What follows belongs to an exercise in optimizing a design on an open flow for small area, a short achievable clock period and few clock cycles per item; a production flow would make more cautious choices.
Function was checked by simulation only, so behaviour that the tests miss may differ from the original.

==> run a <==
## epoch_seconds_to_date
module epoch_seconds_to_date (
    input  logic        i_clk,
    input  logic        i_rst_n,
    input  logic        start,
    output logic        busy,
    input  logic [31:0] i_epoch_seconds,
    output logic        o_done,
    output logic [11:0] o_year,
    output logic [3:0]  o_month,
    output logic [4:0]  o_day,
    output logic [4:0]  o_hour,
    output logic [5:0]  o_minute,
    output logic [5:0]  o_second
);
==> flow/config.mk <==
export PLATFORM = sky130hd
export DESIGN_NAME = epoch_seconds_to_date
export DESIGN_NICKNAME = epoch_seconds_to_date
export VERILOG_FILES = /design/flow/design.v
export SDC_FILE = /design/flow/constraint.sdc
export NUM_CORES = 4
export LEC_CHECK = 0
export CAP_MARGIN = 20
export CORE_MARGIN = 2
export CORE_UTILIZATION = 40
export SLEW_MARGIN = 20
export SYNTH_HIERARCHICAL = 1
==> flow/constraint.sdc <==
create_clock -name core_clock -period 20.0 [get_ports {i_clk}]
set_input_delay 4.0000 -clock core_clock [delete_from_list [all_inputs] [get_ports {i_clk}]]
set_output_delay 4.0000 -clock core_clock [all_outputs]
set_load 0.01 [all_outputs]
standard.sh (not shown) runs the stock make flow with config.mk's settings and CLKGATE_MAP_FILE= SYNTH_SCRIPT=/design/flow/synth_recipe.tcl, a recipe that flattens the netlist after the stock synthesis.
==> flow/flow/run.sh <==
#!/bin/bash
# Standard layout (bash standard.sh, its synthesis unchanged), with the ports
# buffered by buf_2 cells and timing repair aiming for a larger setup slack.
set -e
cp standard.sh standard.sh.log
export BUFFER_PORTS_ARGS="-buffer_cell sky130_fd_sc_hd__buf_2"
export SETUP_SLACK_MARGIN=9.3
bash standard.sh > standard_run.log 2>&1
==> run b: changes against run a <==
--- a/flow/design.v
+++ b/flow/design.v
@@ -11,16 +11,17 @@
     output logic [4:0]  o_day,
     output logic [4:0]  o_hour,
     output logic [5:0]  o_minute,
     output logic [5:0]  o_second
 );
     localparam logic [31:0] SKIP_2100 = 32'd4107542400;
     logic [24:0] q;
     logic [0:0]  skip;
+    logic        lz_a;
     assign q    = i_epoch_seconds[31:7];
     assign skip = i_epoch_seconds >= SKIP_2100;
     logic a1;
     logic a2;
     logic a3;
     logic a4;
     logic a5;
     logic a6;
@@ -321,16 +322,38 @@
     logic a294;
     logic a295;
     logic a296;
     logic a297;
     logic a298;
     logic a299;
     logic [12:0] n_doy0_a, n_doy0_b, n_doy0_s;
     logic [9:0] n_doy0;
+    logic a300;
+    logic a301;
+    logic a302;
+    logic a303;
+    logic a304;
+    logic a305;
+    logic a306;
+    logic a307;
+    logic a308;
+    logic a309;
+    logic a310;
+    logic a311;
+    logic a312;
+    logic a313;
+    logic a314;
+    logic a315;
+    logic a316;
+    logic a317;
+    logic a318;
+    logic [11:0] n_doyb_a, n_doyb_b, n_doyb_s;
+    logic [8:0] n_doyb;
+    assign lz_a = n_yq[1:0] == 2'd0;
     esd_ha u_a1 (.a(q[19]), .b(q[16]), .s(a1), .co(a2));
     esd_ha u_a3 (.a(q[20]), .b(q[17]), .s(a3), .co(a4));
     esd_ha u_a5 (.a(q[21]), .b(q[18]), .s(a5), .co(a6));
     esd_ha u_a7 (.a(q[22]), .b(q[19]), .s(a7), .co(a8));
     esd_fa u_a9 (.a(q[21]), .b(q[18]), .c(q[8]), .s(a9), .co(a10));
     esd_fa u_a11 (.a(q[22]), .b(q[19]), .c(q[9]), .s(a11), .co(a12));
     esd_ha u_a13 (.a(q[17]), .b(q[14]), .s(a13), .co(a14));
     esd_fa u_a15 (.a(q[23]), .b(q[20]), .c(q[10]), .s(a15), .co(a16));
@@ -525,64 +548,83 @@
     assign a294 = ~a266;
     esd_fa u_a295 (.a(a241), .b(a264), .c(a294), .s(a295), .co(a296));
     assign a297 = ~a243;
     esd_fa u_a298 (.a(a269), .b(a267), .c(a297), .s(a298), .co(a299));
     assign n_doy0_a = {a298, ~a295, a292, a289, a286, a283, a280, a277, a274, a271, a91, a88, a85};
     assign n_doy0_b = {~a296, a293, a290, a287, a284, a281, a278, a275, a272, 1'b1, a89, a86, ~a9};
     assign n_doy0_s = n_doy0_a + n_doy0_b;
     assign n_doy0 = n_doy0_s[12:3];
+    esd_ha u_a300 (.a(a271), .b(lz_a), .s(a300), .co(a301));
+    esd_fa u_a302 (.a(a274), .b(a272), .c(a301), .s(a302), .co(a303));
+    assign a304 = a277 ^ a275;
+    assign a305 = a277 | a275;
+    assign a306 = a280 ^ a278;
+    assign a307 = a280 | a278;
+    esd_ha u_a308 (.a(a283), .b(a281), .s(a308), .co(a309));
+    assign a310 = a286 ^ a284;
+    assign a311 = a286 | a284;
+    assign a312 = a289 ^ a287;
+    assign a313 = a289 | a287;
+    esd_ha u_a314 (.a(a292), .b(a290), .s(a314), .co(a315));
+    assign a316 = ~a293;
+    esd_ha u_a317 (.a(a295), .b(a316), .s(a317), .co(a318));
+    assign n_doyb_a = {~a317, a314, ~a312, ~a310, a308, ~a306, ~a304, a302, 1'b0, a91, a88, a85};
+    assign n_doyb_b = {a315, a313, a311, a309, a307, a305, a303, 1'b1, a300, a89, a86, ~a9};
+    assign n_doyb_s = n_doyb_a + n_doyb_b;
+    assign n_doyb = n_doyb_s[11:3];
     logic        r_vld;
     logic [10:0] r_rem0;
     logic [9:0]  r_doy0;
+    logic [8:0]  r_doyb;
     logic [7:0]  r_yq;
     logic [6:0]  r_s7;        
     always_ff @(posedge i_clk) begin
         if (!i_rst_n) r_vld <= 1'b0;
         else          r_vld <= start;
     end
     always_ff @(posedge i_clk) begin
         r_rem0 <= n_rem0;
         r_doy0 <= n_doy0;
+        r_doyb <= n_doyb;
         r_yq   <= n_yq;
         r_s7   <= i_epoch_seconds[6:0];
     end
     logic        negr;
     logic        negy;
     logic        lz;
     logic        wrap;
-    logic [8:0]  doyb;
     logic [8:0]  base;
+    logic [8:0]  doy;         
     logic [3:0]  mp;          
     logic [8:0]  mstart;
     logic        jf;          
     logic [11:0] year_m1, year_0, year_p1;
     assign negr = r_rem0[10];
     assign negy = r_doy0[9];
     assign lz   = r_yq[1:0] == 2'd0;
-    assign doyb = lz ? r_doy0[8:0] + 9'd366 : r_doy0[8:0] + 9'd365;
-    assign base = negy ? doyb : r_doy0[8:0];
+    assign base = negy ? r_doyb : r_doy0[8:0];
     assign wrap = negr && (base == 9'd0);
+    assign doy  = wrap ? 9'd364 + 9'(lz) : base - 9'(negr);
     assign year_m1 = 12'd1967 + 12'(r_yq);
     assign year_0  = 12'd1968 + 12'(r_yq);
     assign year_p1 = 12'd1969 + 12'(r_yq);
     always_comb begin
         mp = 4'd0;
-        if (negr ? base >= 9'd32 : base >= 9'd31) mp = 4'd1;
-        if (negr ? base >= 9'd62 : base >= 9'd61) mp = 4'd2;
-        if (negr ? base >= 9'd93 : base >= 9'd92) mp = 4'd3;
-        if (negr ? base >= 9'd123 : base >= 9'd122) mp = 4'd4;
-        if (negr ? base >= 9'd154 : base >= 9'd153) mp = 4'd5;
-        if (negr ? base >= 9'd185 : base >= 9'd184) mp = 4'd6;
-        if (negr ? base >= 9'd215 : base >= 9'd214) mp = 4'd7;
-        if (negr ? base >= 9'd246 : base >= 9'd245) mp = 4'd8;
-        if (negr ? base >= 9'd276 : base >= 9'd275) mp = 4'd9;
-        if (negr ? base >= 9'd307 : base >= 9'd306) mp = 4'd10;
-        if (negr ? base >= 9'd338 : base >= 9'd337) mp = 4'd11;
-        if (wrap) mp = 4'd11;
+        if (doy >= 9'd31)  mp = 4'd1;
+        if (doy >= 9'd61)  mp = 4'd2;
+        if (doy >= 9'd92)  mp = 4'd3;
+        if (doy >= 9'd122) mp = 4'd4;
+        if (doy >= 9'd153) mp = 4'd5;
+        if (doy >= 9'd184) mp = 4'd6;
+        if (doy >= 9'd214) mp = 4'd7;
+        if (doy >= 9'd245) mp = 4'd8;
+        if (doy >= 9'd275) mp = 4'd9;
+        if (doy >= 9'd306) mp = 4'd10;
+        if (doy >= 9'd337) mp = 4'd11;
         case (mp)
             4'd0:    mstart = 9'd0;
             4'd1:    mstart = 9'd31;
             4'd2:    mstart = 9'd61;
             4'd3:    mstart = 9'd92;
             4'd4:    mstart = 9'd122;
             4'd5:    mstart = 9'd153;
             4'd6:    mstart = 9'd184;
@@ -835,20 +877,20 @@
     assign w141 = w116 ^ w115;
     assign w142 = w116 | w115;
     assign mt0_a = {~w141, ~w139, w137, ~w134, ~w132, ~w130, ~w128, w126, w124, w122, ~w120, w118};
     assign mt0_b = {w140, w138, w135, w133, w131, w129, w127, w125, w123, w121, w119, x[2]};
     assign mt0_s = mt0_a + mt0_b;
     assign mt0 = mt0_s[11:6];
     assign busy     = 1'b0;
     assign o_done   = r_vld;
-    assign jf       = mp >= 4'd10;
+    assign jf       = doy >= 9'd306;
     assign o_year   = (jf == (negy || wrap)) ? year_0 : (jf ? year_p1 : year_m1);
     assign o_month  = jf ? mp - 4'd9 : mp + 4'd3;
-    assign o_day    = wrap ? 5'd28 + 5'(lz) : 5'(base) - 5'(mstart) + 5'(!negr);
+    assign o_day    = 5'(doy) - 5'(mstart) + 5'd1;
     assign o_hour   = h0 + (negr ? 5'd24 : 5'd0);
     assign o_minute = mt0 + {h0[3:0], 2'b00};
     assign o_second = {x[3:0] + mt0[3:0], r_s7[1:0]};
 endmodule
 module esd_fa (
     input  logic a,
     input  logic b,
     input  logic c,
==> flow/flow/run.sh (replaced) <==
#!/bin/bash
# Standard layout (bash standard.sh, its synthesis unchanged), with the ports
# buffered by buf_2 cells and timing repair aiming for a larger setup slack.
set -e
cp standard.sh standard.sh.log
export BUFFER_PORTS_ARGS="-buffer_cell sky130_fd_sc_hd__buf_2"
export SETUP_SLACK_MARGIN=10.0
bash standard.sh > standard_run.log 2>&1
==> run c: changes against run a <==
--- a/flow/design.v
+++ b/flow/design.v
@@ -546,43 +546,44 @@
         r_s7   <= i_epoch_seconds[6:0];
     end
     logic        negr;
     logic        negy;
     logic        lz;
     logic        wrap;
     logic [8:0]  doyb;
     logic [8:0]  base;
+    logic [8:0]  doy;         
     logic [3:0]  mp;          
     logic [8:0]  mstart;
     logic        jf;          
     logic [11:0] year_m1, year_0, year_p1;
     assign negr = r_rem0[10];
     assign negy = r_doy0[9];
     assign lz   = r_yq[1:0] == 2'd0;
-    assign doyb = lz ? r_doy0[8:0] + 9'd366 : r_doy0[8:0] + 9'd365;
+    assign doyb = r_doy0[8:0] + 9'd365 + 9'(lz);
     assign base = negy ? doyb : r_doy0[8:0];
     assign wrap = negr && (base == 9'd0);
+    assign doy  = wrap ? 9'd364 + 9'(lz) : base - 9'(negr);
     assign year_m1 = 12'd1967 + 12'(r_yq);
     assign year_0  = 12'd1968 + 12'(r_yq);
     assign year_p1 = 12'd1969 + 12'(r_yq);
     always_comb begin
         mp = 4'd0;
-        if (negr ? base >= 9'd32 : base >= 9'd31) mp = 4'd1;
-        if (negr ? base >= 9'd62 : base >= 9'd61) mp = 4'd2;
-        if (negr ? base >= 9'd93 : base >= 9'd92) mp = 4'd3;
-        if (negr ? base >= 9'd123 : base >= 9'd122) mp = 4'd4;
-        if (negr ? base >= 9'd154 : base >= 9'd153) mp = 4'd5;
-        if (negr ? base >= 9'd185 : base >= 9'd184) mp = 4'd6;
-        if (negr ? base >= 9'd215 : base >= 9'd214) mp = 4'd7;
-        if (negr ? base >= 9'd246 : base >= 9'd245) mp = 4'd8;
-        if (negr ? base >= 9'd276 : base >= 9'd275) mp = 4'd9;
-        if (negr ? base >= 9'd307 : base >= 9'd306) mp = 4'd10;
-        if (negr ? base >= 9'd338 : base >= 9'd337) mp = 4'd11;
-        if (wrap) mp = 4'd11;
+        if (doy >= 9'd31)  mp = 4'd1;
+        if (doy >= 9'd61)  mp = 4'd2;
+        if (doy >= 9'd92)  mp = 4'd3;
+        if (doy >= 9'd122) mp = 4'd4;
+        if (doy >= 9'd153) mp = 4'd5;
+        if (doy >= 9'd184) mp = 4'd6;
+        if (doy >= 9'd214) mp = 4'd7;
+        if (doy >= 9'd245) mp = 4'd8;
+        if (doy >= 9'd275) mp = 4'd9;
+        if (doy >= 9'd306) mp = 4'd10;
+        if (doy >= 9'd337) mp = 4'd11;
         case (mp)
             4'd0:    mstart = 9'd0;
             4'd1:    mstart = 9'd31;
             4'd2:    mstart = 9'd61;
             4'd3:    mstart = 9'd92;
             4'd4:    mstart = 9'd122;
             4'd5:    mstart = 9'd153;
             4'd6:    mstart = 9'd184;
@@ -835,20 +836,20 @@
     assign w141 = w116 ^ w115;
     assign w142 = w116 | w115;
     assign mt0_a = {~w141, ~w139, w137, ~w134, ~w132, ~w130, ~w128, w126, w124, w122, ~w120, w118};
     assign mt0_b = {w140, w138, w135, w133, w131, w129, w127, w125, w123, w121, w119, x[2]};
     assign mt0_s = mt0_a + mt0_b;
     assign mt0 = mt0_s[11:6];
     assign busy     = 1'b0;
     assign o_done   = r_vld;
-    assign jf       = mp >= 4'd10;
+    assign jf       = doy >= 9'd306;
     assign o_year   = (jf == (negy || wrap)) ? year_0 : (jf ? year_p1 : year_m1);
     assign o_month  = jf ? mp - 4'd9 : mp + 4'd3;
-    assign o_day    = wrap ? 5'd28 + 5'(lz) : 5'(base) - 5'(mstart) + 5'(!negr);
+    assign o_day    = 5'(doy) - 5'(mstart) + 5'd1;
     assign o_hour   = h0 + (negr ? 5'd24 : 5'd0);
     assign o_minute = mt0 + {h0[3:0], 2'b00};
     assign o_second = {x[3:0] + mt0[3:0], r_s7[1:0]};
 endmodule
 module esd_fa (
     input  logic a,
     input  logic b,
     input  logic c,
Settings changed: CORE_UTILIZATION 40 to 65, PLACE_DENSITY from default to 0.8.
==> run d: changes against run a <==
--- a/flow/design.v
+++ b/flow/design.v
@@ -546,43 +546,44 @@
         r_s7   <= i_epoch_seconds[6:0];
     end
     logic        negr;
     logic        negy;
     logic        lz;
     logic        wrap;
     logic [8:0]  doyb;
     logic [8:0]  base;
+    logic [8:0]  doy;         
     logic [3:0]  mp;          
     logic [8:0]  mstart;
     logic        jf;          
     logic [11:0] year_m1, year_0, year_p1;
     assign negr = r_rem0[10];
     assign negy = r_doy0[9];
     assign lz   = r_yq[1:0] == 2'd0;
-    assign doyb = lz ? r_doy0[8:0] + 9'd366 : r_doy0[8:0] + 9'd365;
+    assign doyb = r_doy0[8:0] + 9'd365 + 9'(lz);
     assign base = negy ? doyb : r_doy0[8:0];
     assign wrap = negr && (base == 9'd0);
+    assign doy  = wrap ? 9'd364 + 9'(lz) : base - 9'(negr);
     assign year_m1 = 12'd1967 + 12'(r_yq);
     assign year_0  = 12'd1968 + 12'(r_yq);
     assign year_p1 = 12'd1969 + 12'(r_yq);
     always_comb begin
         mp = 4'd0;
-        if (negr ? base >= 9'd32 : base >= 9'd31) mp = 4'd1;
-        if (negr ? base >= 9'd62 : base >= 9'd61) mp = 4'd2;
-        if (negr ? base >= 9'd93 : base >= 9'd92) mp = 4'd3;
-        if (negr ? base >= 9'd123 : base >= 9'd122) mp = 4'd4;
-        if (negr ? base >= 9'd154 : base >= 9'd153) mp = 4'd5;
-        if (negr ? base >= 9'd185 : base >= 9'd184) mp = 4'd6;
-        if (negr ? base >= 9'd215 : base >= 9'd214) mp = 4'd7;
-        if (negr ? base >= 9'd246 : base >= 9'd245) mp = 4'd8;
-        if (negr ? base >= 9'd276 : base >= 9'd275) mp = 4'd9;
-        if (negr ? base >= 9'd307 : base >= 9'd306) mp = 4'd10;
-        if (negr ? base >= 9'd338 : base >= 9'd337) mp = 4'd11;
-        if (wrap) mp = 4'd11;
+        if (doy >= 9'd31)  mp = 4'd1;
+        if (doy >= 9'd61)  mp = 4'd2;
+        if (doy >= 9'd92)  mp = 4'd3;
+        if (doy >= 9'd122) mp = 4'd4;
+        if (doy >= 9'd153) mp = 4'd5;
+        if (doy >= 9'd184) mp = 4'd6;
+        if (doy >= 9'd214) mp = 4'd7;
+        if (doy >= 9'd245) mp = 4'd8;
+        if (doy >= 9'd275) mp = 4'd9;
+        if (doy >= 9'd306) mp = 4'd10;
+        if (doy >= 9'd337) mp = 4'd11;
         case (mp)
             4'd0:    mstart = 9'd0;
             4'd1:    mstart = 9'd31;
             4'd2:    mstart = 9'd61;
             4'd3:    mstart = 9'd92;
             4'd4:    mstart = 9'd122;
             4'd5:    mstart = 9'd153;
             4'd6:    mstart = 9'd184;
@@ -835,20 +836,20 @@
     assign w141 = w116 ^ w115;
     assign w142 = w116 | w115;
     assign mt0_a = {~w141, ~w139, w137, ~w134, ~w132, ~w130, ~w128, w126, w124, w122, ~w120, w118};
     assign mt0_b = {w140, w138, w135, w133, w131, w129, w127, w125, w123, w121, w119, x[2]};
     assign mt0_s = mt0_a + mt0_b;
     assign mt0 = mt0_s[11:6];
     assign busy     = 1'b0;
     assign o_done   = r_vld;
-    assign jf       = mp >= 4'd10;
+    assign jf       = doy >= 9'd306;
     assign o_year   = (jf == (negy || wrap)) ? year_0 : (jf ? year_p1 : year_m1);
     assign o_month  = jf ? mp - 4'd9 : mp + 4'd3;
-    assign o_day    = wrap ? 5'd28 + 5'(lz) : 5'(base) - 5'(mstart) + 5'(!negr);
+    assign o_day    = 5'(doy) - 5'(mstart) + 5'd1;
     assign o_hour   = h0 + (negr ? 5'd24 : 5'd0);
     assign o_minute = mt0 + {h0[3:0], 2'b00};
     assign o_second = {x[3:0] + mt0[3:0], r_s7[1:0]};
 endmodule
 module esd_fa (
     input  logic a,
     input  logic b,
     input  logic c,
==> comparison table <==
Run status: run a no timing/DRC/antenna violations; run b no timing/DRC/antenna violations; run d no timing/DRC/antenna violations; run c no timing/DRC/antenna violations
Cell Area, Synth: run a 8440 sq um; run b 8920 sq um; run d 8440 sq um; run c 8440 sq um
Data arrival, critical path: run a 10.49 ns; run b 9.97 ns; run d 6.24 ns; run c 10.58 ns
First-pass GRT wire length: run a 30300 um; run b 31400 um; run d 30200 um; run c 29100 um
Post-CTS Resized: run a 0; run b 8; run d 0; run c 0
Crit path to: run a r_rem0[10]; run b r_rem0[10]; run d o_day[4]; run c r_rem0[10]
Non-filler cells, final: run a 1222; run b 1276; run d 1226; run c 1122
Global Route met3 Usage: run a 1.16%; run b 0.936%; run d 1.47%; run c 2.96%
CP startpoint kind: run a primary input; run b primary input; run d flop; run c primary input
Final core utilization: run a 44.3%; run b 45.7%; run d 44.5%; run c 72.6%
Cells after synthesis: run a 878; run b 916; run d 879; run c 879
Testbench counts of run a, summed over its fixed seeds: cycles 3,208, items 3,200.
Testbench counts of run b, summed over its fixed seeds: cycles 3,208, items 3,200.
Testbench counts of run c, summed over its fixed seeds: cycles 3,208, items 3,200.
Testbench counts of run d, summed over its fixed seeds: cycles 3,208, items 3,200.

what the ideal ports hide:
How much do the figures lean on ideal ports? The routed layouts below were timed once more, with nothing changed but the port constraints.
Step 1 sets driving cells, clkbuf_16 on the clock port and buf_2 on the other inputs (assumed; they add their load-dependent delay and slew).
Step 2 times the ports against the registers' clock, not the clock port: input delays grow and output delays shrink by t, the midpoint of the rising clock arrivals with the driver on.
a / b / c = no drivers / after step 1 / after step 2; a / b = the first two.
run | t, ns | setup WS [ns] | worst setup path after step 2 | slew at the worst register clock pin (ns)
run a | 0.323 | 9.743 / 9.758 / 9.435 | input to register | 0.06 / 0.06
run b | 0.321 | 10.258 / 10.277 / 9.956 | input to register | 0.07 / 0.07
run c | 0.318 | 9.631 / 9.648 / 9.331 | input to register | 0.06 / 0.06
run d | 0.322 | 9.756 / 9.718 / 9.558 | input to register | 0.07 / 0.07
After both steps every run listed still meets setup and hold. The setup slack of run a, which loses most, moves by +0.015 ns with the drivers and by -0.308 ns with both steps.
